Context: an optimization exercise on an open-source flow, tuned for small area. The choices shown serve that exercise and are no tape-out recipe.
RTL that was checked went through simulation tests only; none was proved equivalent to the original.
The clock port is modelled as an ideal driver; clocking choices that lean on that would not hold on a real chip.
Power and IR drop assume default switching activity.

// ofdm_payload_rx
module ofdm_payload_rx
(
    input  logic        clk,
    input  logic        reset,
    input  logic        sample_valid_i,
    input  logic [31:0] sample_i,
    input  logic [2:0]  modulation_i,
    input  logic        byte_ready_i,
    output logic        byte_valid_o,
    output logic [7:0]  byte_o,
    output logic        busy_o
);
==> module payload_assembler, before the edit <==
module payload_assembler
(
    input  logic        clk,
    input  logic        reset,
    input  logic        write_i,
    input  logic        last_i,
    input  logic        mod_qpsk_i,
    input  logic        mod_qam16_i,
    input  logic [2:0]  data_cnt_i,
    input  logic        sign_i_i,
    input  logic        inner_i_i,
    input  logic        sign_q_i,
    input  logic        inner_q_i,
    input  logic        byte_ready_i,
    output logic [7:0]  byte_o,
    output logic        byte_valid_o,
    output logic        sending_o
);
    localparam int RINGS = 32;
    logic [7:0]  acc_q;
    logic [7:0]  hold_q;
    logic        acc_full_q;
    logic        hold_full_q;
    logic        byte_done;
    logic        push;
    logic [7:0]  push_byte;
    logic [7:0]  push_code;
    logic [2:0]  pend_q;
    logic        sym_qpsk_q;
    logic        sym_qam16_q;
    logic [6:0]  rd_cnt_q;
    logic        rd_last;
    logic        rd;
    logic [2:0]  next_q;
    logic [2:0]  next_d;
    logic [2:0]  rd_pend_q;
    logic [2:0]  rd_pend_d;
    logic [2:0]  inv_q;
    logic [2:0]  rd_cell;
    logic        shift_q;
    logic        shift_n_q;
    logic        shift_d;
    logic        acc_full_d;
    logic        hold_full_d;
    logic        hold_load;
    logic        byte_valid_d;
    logic        sending_d;
    logic [6:0]  rd_cnt_d;
    logic        wr_qam16;
    logic        wr_qpsk;
    logic [7:0]  rd_code;
    logic [1:0]  entry;
    logic [7:0]  ring_in [RINGS];
    logic [7:0]  ring_q [RINGS][3];
    function automatic logic [2:0] turn(input logic [2:0] m);
        turn = {m[0], m[2:1]};
    endfunction
    always_comb
    begin
        if (mod_qam16_i)
            byte_done = data_cnt_i[0];
        else if (mod_qpsk_i)
            byte_done = (data_cnt_i[1:0] == 2'd3);
        else
            byte_done = (data_cnt_i == 3'd7);
    end
    always_ff @(posedge clk)
    begin
        if (write_i)
        begin
            if (mod_qam16_i)
                acc_q <= {inner_q_i, sign_q_i, inner_i_i, sign_i_i, acc_q[7:4]};
            else if (mod_qpsk_i)
                acc_q <= {sign_q_i, sign_i_i, acc_q[7:2]};
            else
                acc_q <= {sign_i_i, acc_q[7:1]};
        end
    end
    assign push      = (acc_full_q || hold_full_q) && !sending_o && next_q[0];
    assign push_byte = hold_full_q ? hold_q : acc_q;
    assign hold_load = acc_full_q && !(push && !hold_full_q) && (!hold_full_q || push);
    always_comb
    begin
        hold_full_d = hold_load || (hold_full_q && !push);
        acc_full_d  = (write_i && byte_done) || (acc_full_q && !(push && !hold_full_q) && !hold_load);
    end
    always_ff @(posedge clk)
    begin
        if (hold_load)
            hold_q <= acc_q;
    end
    always_ff @(posedge clk)
    begin
        if (last_i)
        begin
            sym_qpsk_q  <= mod_qpsk_i;
            sym_qam16_q <= mod_qam16_i;
        end
    end
    always_comb
    begin
        if (sym_qam16_q)
            rd_last = (rd_cnt_q == 7'd95);
        else if (sym_qpsk_q)
            rd_last = (rd_cnt_q == 7'd47);
        else
            rd_last = (rd_cnt_q == 7'd23);
    end
    assign rd = sending_o && byte_ready_i;
    always_comb
    begin
        byte_valid_d = rd;
        sending_d    = sending_o;
        rd_cnt_d     = rd_cnt_q;
        if (pend_q[2])
            sending_d = 1'b1;
        if (rd)
        begin
            if (rd_last)
            begin
                sending_d = 1'b0;
                rd_cnt_d  = '0;
            end
            else
            begin
                rd_cnt_d = rd_cnt_q + 1'b1;
            end
        end
        next_d    = (push || rd) ? next_q : turn(next_q);
        rd_pend_d = turn(rd_pend_q & 3'b110) | (rd ? turn(next_q) : 3'b000);
    end
    always_ff @(posedge clk)
    begin
        if (reset)
        begin
            pend_q       <= '0;
            sending_o    <= 1'b0;
            rd_cnt_q     <= '0;
            byte_valid_o <= 1'b0;
            acc_full_q   <= 1'b0;
            hold_full_q  <= 1'b0;
            next_q       <= 3'b001;
            rd_pend_q    <= '0;
        end
        else
        begin
            pend_q       <= {pend_q[1:0], last_i};
            sending_o    <= sending_d;
            rd_cnt_q     <= rd_cnt_d;
            byte_valid_o <= byte_valid_d;
            acc_full_q   <= acc_full_d;
            hold_full_q  <= hold_full_d;
            next_q       <= next_d;
            rd_pend_q    <= rd_pend_d;
        end
    end
    assign shift_d = ((acc_full_d || hold_full_d) && !sending_d && next_d[0]) || rd_pend_d[0];
    always_ff @(posedge clk)
    begin
        shift_q   <= !reset && shift_d;
        shift_n_q <= reset || !shift_d;
    end
    always_ff @(posedge clk)
    begin
        if (reset)
            inv_q <= '0;
        else
            inv_q <= {!inv_q[0], inv_q[2:1]};
    end
    assign push_code = push_byte ^ {8{inv_q[0]}};
    always_ff @(posedge clk)
    begin
        for (int r = 0; r < RINGS; r++)
        begin
            if (r == 16 || r == 24)
                ring_q[r][2] <= ~(({8{shift_q && !entry[r/8-2]}} & ring_q[r-1][0])
                                | ({8{shift_q && entry[r/8-2]}} & push_code)
                                | ({8{shift_n_q}} & ring_q[r][0]));
            else
                ring_q[r][2] <= ~(({8{shift_q}} | ring_q[r][0]) & ({8{shift_n_q}} | ring_in[r]));
            ring_q[r][1] <= ring_q[r][2];
            ring_q[r][0] <= ring_q[r][1];
        end
    end
    assign wr_qam16 = sending_o || ((pend_q != '0) ? sym_qam16_q : mod_qam16_i);
    assign wr_qpsk  = !sending_o && ((pend_q != '0) ? sym_qpsk_q : mod_qpsk_i);
    always_comb
    begin
        ring_in[0] = push_code;
        for (int r = 1; r < RINGS; r++)
            ring_in[r] = ring_q[r-1][0];
    end
    assign entry[0] = wr_qpsk;
    assign entry[1] = !wr_qpsk && !wr_qam16;
    assign rd_cell = turn(next_q);
    always_comb
    begin
        rd_code = '0;
        for (int c = 0; c < 3; c++)
            rd_code = rd_code | ({8{rd_cell[c]}} & ring_q[RINGS-1][c]);
        byte_o = rd_code ^ {8{|(rd_cell & inv_q)}};
    end
endmodule
Settings: LEC_CHECK=0, CAP_MARGIN=20, CORE_MARGIN=2, CORE_UTILIZATION=70, PLACE_DENSITY=0.8, SLEW_MARGIN=20; clock period 6.0 ns.
standard.sh (not shown) runs the stock make flow with config.mk's settings and CLKGATE_MAP_FILE= SYNTH_SCRIPT=/design/flow/synth_recipe.tcl, a recipe that flattens the netlist after the stock synthesis.
==> flow/flow/run.sh <==
#!/bin/bash
# Standard ORFS layout with three changes:
#  - synthesis maps the logic with an area-oriented ABC script (flow/area.abc)
#    in place of the speed script; everything else in the synthesis, and so
#    every register, is the standard synthesis's;
#  - single-strength port buffers, and a clock tree of smaller sink clusters
#    without dummy loads;
#  - clock buffers downsized where the clock pin slew allows (post_cts.tcl).
set -euo pipefail
here="$(cd "$(dirname "${BASH_SOURCE[0]}")" && pwd)"
work="$(pwd)"
orig="$(grep -o "SYNTH_SCRIPT=[^ ]*" standard.sh | head -n 1 | cut -d= -f2- | tr -d "'")"
cat > "$work/area_synth.tcl" <<EOS
proc abc {args} {
  set i [lsearch -exact \$args -script]
  if {\$i >= 0} {
    set args [lreplace \$args [expr {\$i + 1}] [expr {\$i + 1}] {$here/area.abc}]
  }
  yosys abc {*}\$args
}
source {$orig}
EOS
sed "s|SYNTH_SCRIPT=[^ ]*|SYNTH_SCRIPT=$work/area_synth.tcl|" standard.sh > area_standard.sh
export BUFFER_PORTS_ARGS="-buffer_cell sky130_fd_sc_hd__buf_1"
export CTS_ARGS="-sink_clustering_enable -repair_clock_nets -sink_clustering_size 20 -sink_clustering_max_diameter 60 -buf_list sky130_fd_sc_hd__clkbuf_8 -dont_use_dummy_load"
export POST_CTS_TCL="$here/post_cts.tcl"
bash area_standard.sh > standard.log 2>&1
Other scripts of this flow, unchanged in this note and not shown: flow/flow/area.abc, flow/flow/post_cts.tcl
==> next run, changes <==
--- a/flow/design.v
+++ b/flow/design.v
@@ -113,9 +113,8 @@
     logic [6:0]  rd_cnt_d;
     logic        wr_qam16;
     logic        wr_qpsk;
     logic [7:0]  rd_code;
-    logic [1:0]  entry;
     logic [7:0]  ring_in [RINGS];
     logic [7:0]  ring_q [RINGS][3];
     function automatic logic [2:0] turn(input logic [2:0] m);
         turn = {m[0], m[2:1]};
@@ -236,14 +235,9 @@
     always_ff @(posedge clk)
     begin
         for (int r = 0; r < RINGS; r++)
         begin
-            if (r == 16 || r == 24)
-                ring_q[r][2] <= ~(({8{shift_q && !entry[r/8-2]}} & ring_q[r-1][0])
-                                | ({8{shift_q && entry[r/8-2]}} & push_code)
-                                | ({8{shift_n_q}} & ring_q[r][0]));
-            else
-                ring_q[r][2] <= ~(({8{shift_q}} | ring_q[r][0]) & ({8{shift_n_q}} | ring_in[r]));
+            ring_q[r][2] <= ~(({8{shift_q}} | ring_q[r][0]) & ({8{shift_n_q}} | ring_in[r]));
             ring_q[r][1] <= ring_q[r][2];
             ring_q[r][0] <= ring_q[r][1];
         end
     end
@@ -253,11 +247,13 @@
     begin
         ring_in[0] = push_code;
         for (int r = 1; r < RINGS; r++)
             ring_in[r] = ring_q[r-1][0];
+        if (wr_qpsk)
+            ring_in[16] = push_code;
+        if (!wr_qpsk && !wr_qam16)
+            ring_in[24] = push_code;
     end
-    assign entry[0] = wr_qpsk;
-    assign entry[1] = !wr_qpsk && !wr_qam16;
     assign rd_cell = turn(next_q);
     always_comb
     begin
         rd_code = '0;
Outcome: Synthesized area barely changes. Flip-flop and latch count is unchanged. Power hardly moves. Non-clock buffer count rose by 1. Core utilization is about the same. Sequential power barely changes. Count of clock-buffer cells in the layout is unchanged. Maximum frequency came out lower by about 4%.


== onyx ==
ofdm_payload_rx, a different RTL version from the one above (not shown whole).
Size in the first run: ~2000 cells after synthesis.
==> module payload_assembler, before the edit <==
module payload_assembler
(
    input  logic        clk,
    input  logic        reset,
    input  logic        write_i,
    input  logic        last_i,
    input  logic        mod_qpsk_i,
    input  logic        mod_qam16_i,
    input  logic [2:0]  data_cnt_i,
    input  logic        sign_i_i,
    input  logic        inner_i_i,
    input  logic        sign_q_i,
    input  logic        inner_q_i,
    input  logic        byte_ready_i,
    output logic [7:0]  byte_o,
    output logic        byte_valid_o,
    output logic        sending_o
);
    localparam int BUFFER_BYTES = 96;
    logic [7:0]  acc_q;
    logic        acc_full_q;
    logic        byte_done;
    logic [2:0]  pend_q;
    logic        sym_qpsk_q;
    logic        sym_qam16_q;
    logic [6:0]  rd_cnt_q;
    logic        rd_last;
    logic        shift_d;
    logic        shift_q;
    logic        shift_n_q;
    logic        acc_full_d;
    logic        byte_valid_d;
    logic        sending_d;
    logic [6:0]  rd_cnt_d;
    logic [7:0]  buf_q [BUFFER_BYTES];
    always_comb
    begin
        if (mod_qam16_i)
            byte_done = data_cnt_i[0];
        else if (mod_qpsk_i)
            byte_done = (data_cnt_i[1:0] == 2'd3);
        else
            byte_done = (data_cnt_i == 3'd7);
    end
    always_ff @(posedge clk)
    begin
        if (write_i)
        begin
            if (mod_qam16_i)
                acc_q[4*data_cnt_i[0] +: 4] <= {inner_q_i, sign_q_i, inner_i_i, sign_i_i};
            else if (mod_qpsk_i)
                acc_q[2*data_cnt_i[1:0] +: 2] <= {sign_q_i, sign_i_i};
            else
                acc_q[data_cnt_i] <= sign_i_i;
        end
    end
    always_comb
    begin
        if (write_i && byte_done)
            acc_full_d = 1'b1;
        else if (!sending_o)
            acc_full_d = 1'b0;
        else
            acc_full_d = acc_full_q;
    end
    assign shift_d = byte_valid_d || (acc_full_d && !sending_d);
    always_ff @(posedge clk)
    begin
        shift_q   <= !reset && shift_d;
        shift_n_q <= reset || !shift_d;
    end
    always_ff @(posedge clk)
    begin
        buf_q[0] <= ({8{shift_q}} & acc_q) | ({8{shift_n_q}} & buf_q[0]);
        for (int i = 1; i < BUFFER_BYTES; i++)
            buf_q[i] <= ({8{shift_q}} & buf_q[i-1]) | ({8{shift_n_q}} & buf_q[i]);
    end
    always_comb
    begin
        if (sym_qam16_q)
            byte_o = buf_q[95];
        else if (sym_qpsk_q)
            byte_o = buf_q[47];
        else
            byte_o = buf_q[23];
    end
    always_ff @(posedge clk)
    begin
        if (last_i)
        begin
            sym_qpsk_q  <= mod_qpsk_i;
            sym_qam16_q <= mod_qam16_i;
        end
    end
    always_comb
    begin
        if (sym_qam16_q)
            rd_last = (rd_cnt_q == 7'd95);
        else if (sym_qpsk_q)
            rd_last = (rd_cnt_q == 7'd47);
        else
            rd_last = (rd_cnt_q == 7'd23);
    end
    always_comb
    begin
        byte_valid_d = sending_o && byte_ready_i;
        sending_d    = sending_o;
        rd_cnt_d     = rd_cnt_q;
        if (pend_q[2])
            sending_d = 1'b1;
        else if (sending_o && byte_ready_i)
        begin
            if (rd_last)
            begin
                sending_d = 1'b0;
                rd_cnt_d  = '0;
            end
            else
            begin
                rd_cnt_d = rd_cnt_q + 1'b1;
            end
        end
    end
    always_ff @(posedge clk)
    begin
        if (reset)
        begin
            pend_q       <= '0;
            sending_o    <= 1'b0;
            rd_cnt_q     <= '0;
            byte_valid_o <= 1'b0;
            acc_full_q   <= 1'b0;
        end
        else
        begin
            pend_q       <= {pend_q[1:0], last_i};
            sending_o    <= sending_d;
            rd_cnt_q     <= rd_cnt_d;
            byte_valid_o <= byte_valid_d;
            acc_full_q   <= acc_full_d;
        end
    end
endmodule
Settings: LEC_CHECK=0, CAP_MARGIN=20, CORE_MARGIN=2, CORE_UTILIZATION=60, CTS_BUF_LIST=sky130_fd_sc_hd__clkbuf_8, CTS_CLUSTER_DIAMETER=60, CTS_CLUSTER_SIZE=18, PLACE_DENSITY=0.7, SLEW_MARGIN=20; clock period 6.0 ns.
run.sh (not shown) runs the stock make flow with config.mk's settings and CLKGATE_MAP_FILE= SYNTH_SCRIPT=/design/flow/synth_recipe.tcl, a recipe that flattens the netlist after the stock synthesis.
Stock flow here: none of the scripts above is used.
The final layout from onyx, which completed every stage, passed the timing, design-rule and antenna checks at the end of the flow.
### onyx -> harbor
--- a/flow/design.v
+++ b/flow/design.v
@@ -96,9 +96,15 @@
     logic        acc_full_d;
     logic        byte_valid_d;
     logic        sending_d;
     logic [6:0]  rd_cnt_d;
-    logic [7:0]  buf_q [BUFFER_BYTES];
+    logic        phase_q;
+    logic [3:0]  in_a;
+    logic [3:0]  in_b;
+    logic [3:0]  rd_a;
+    logic [3:0]  rd_b;
+    logic [3:0]  buf_a_q [BUFFER_BYTES];
+    logic [3:0]  buf_b_q [BUFFER_BYTES];
     always_comb
     begin
         if (mod_qam16_i)
             byte_done = data_cnt_i[0];
@@ -135,20 +141,53 @@
         shift_n_q <= reset || !shift_d;
     end
     always_ff @(posedge clk)
     begin
-        buf_q[0] <= ({8{shift_q}} & acc_q) | ({8{shift_n_q}} & buf_q[0]);
+        if (reset)
+            phase_q <= 1'b0;
+        else
+            phase_q <= !phase_q;
+    end
+    always_comb
+    begin
+        for (int k = 0; k < 4; k++)
+        begin
+            in_a[k] = (phase_q ? acc_q[2*k+1] : acc_q[2*k]) ^ phase_q;
+            in_b[k] = (phase_q ? acc_q[2*k] : acc_q[2*k+1]) ^ phase_q;
+        end
+    end
+    always_ff @(posedge clk)
+    begin
+        buf_a_q[0] <= ~(({4{shift_q}} & in_b) | ({4{shift_n_q}} & buf_b_q[0]));
+        buf_b_q[0] <= ~(({4{shift_q}} & in_a) | ({4{shift_n_q}} & buf_a_q[0]));
         for (int i = 1; i < BUFFER_BYTES; i++)
-            buf_q[i] <= ({8{shift_q}} & buf_q[i-1]) | ({8{shift_n_q}} & buf_q[i]);
+        begin
+            buf_a_q[i] <= ~(({4{shift_q}} & buf_b_q[i-1]) | ({4{shift_n_q}} & buf_b_q[i]));
+            buf_b_q[i] <= ~(({4{shift_q}} & buf_a_q[i-1]) | ({4{shift_n_q}} & buf_a_q[i]));
+        end
     end
     always_comb
     begin
         if (sym_qam16_q)
-            byte_o = buf_q[95];
+        begin
+            rd_a = buf_a_q[95];
+            rd_b = buf_b_q[95];
+        end
         else if (sym_qpsk_q)
-            byte_o = buf_q[47];
-        else
-            byte_o = buf_q[23];
+        begin
+            rd_a = buf_a_q[47];
+            rd_b = buf_b_q[47];
+        end
+        else
+        begin
+            rd_a = buf_a_q[23];
+            rd_b = buf_b_q[23];
+        end
+        for (int k = 0; k < 4; k++)
+        begin
+            byte_o[2*k]   = (phase_q ? rd_b[k] : rd_a[k]) ^ phase_q;
+            byte_o[2*k+1] = (phase_q ? rd_a[k] : rd_b[k]) ^ phase_q;
+        end
     end
     always_ff @(posedge clk)
     begin
         if (last_i)
Results
Having completed the whole flow, harbor delivered a layout that passed the timing, design-rule and antenna checks. Taking harbor as 1.0, onyx lands at 0.71 on worst ir drop on vdd. On cell area, harbor does better than onyx. Register-to-register slack: harbor vs onyx up 170 ps. Time the final worst path needs with I/O delays and setup: harbor worse than onyx. harbor: area fraction of clock buffers and clock inverters is 0.39 points higher than what onyx reported. Clock share of power (harbor over onyx): decrease, 1.7 points. Of harbor and onyx, the run reporting the higher sequential fraction of total cell area was harbor. On signed area change from the synthesized netlist to the final layout: between harbor and onyx, it ends up higher for harbor. harbor: synthesized net count 24 above onyx. Post-layout utilization of the core for harbor: 0.96 points up relative to onyx. harbor vs. onyx: post-layout worst setup margin went down by 140 ps. Of harbor and onyx, the run reporting the higher routed via count was harbor. Number of different library cells in the post-synthesis netlist was higher in harbor than in onyx. Relative to onyx, combinational power increased by about 70% in harbor.
Function not checked in onyx: the RTL went through the layout flow alone.

==> static timing again, ports no longer ideal <==
In the flow no input, the clock included, has a driving cell. The finished layouts below were timed again as built, in two steps. Step 1 (the two cells are an assumption about what drives the block):
set clk [get_ports {clk}]
set_driving_cell -lib_cell sky130_fd_sc_hd__clkbuf_16 $clk
set_driving_cell -lib_cell sky130_fd_sc_hd__buf_2 [delete_from_list [all_inputs] $clk]
Step 2 also shifts input and output timing later by t, the mid clock arrival at the registers, as if the neighbouring blocks saw the same clock. Three values: no drivers, after step 1, after step 2; two values: the first two.
run | t, ns | slack for setup (ns) | cell pins on the clock port's net
the first run of note 1 | 0.738 | 2.714 / 2.672 / 2.965 | 1
the second run of note 1 | 0.777 | 2.570 / 2.523 / 3.053 | 1
onyx | 0.683 | 2.320 / 2.270 / 2.638 | 1
harbor | 0.707 | 2.177 / 2.126 / 2.514 | 1
After both steps every run listed still meets setup and hold.
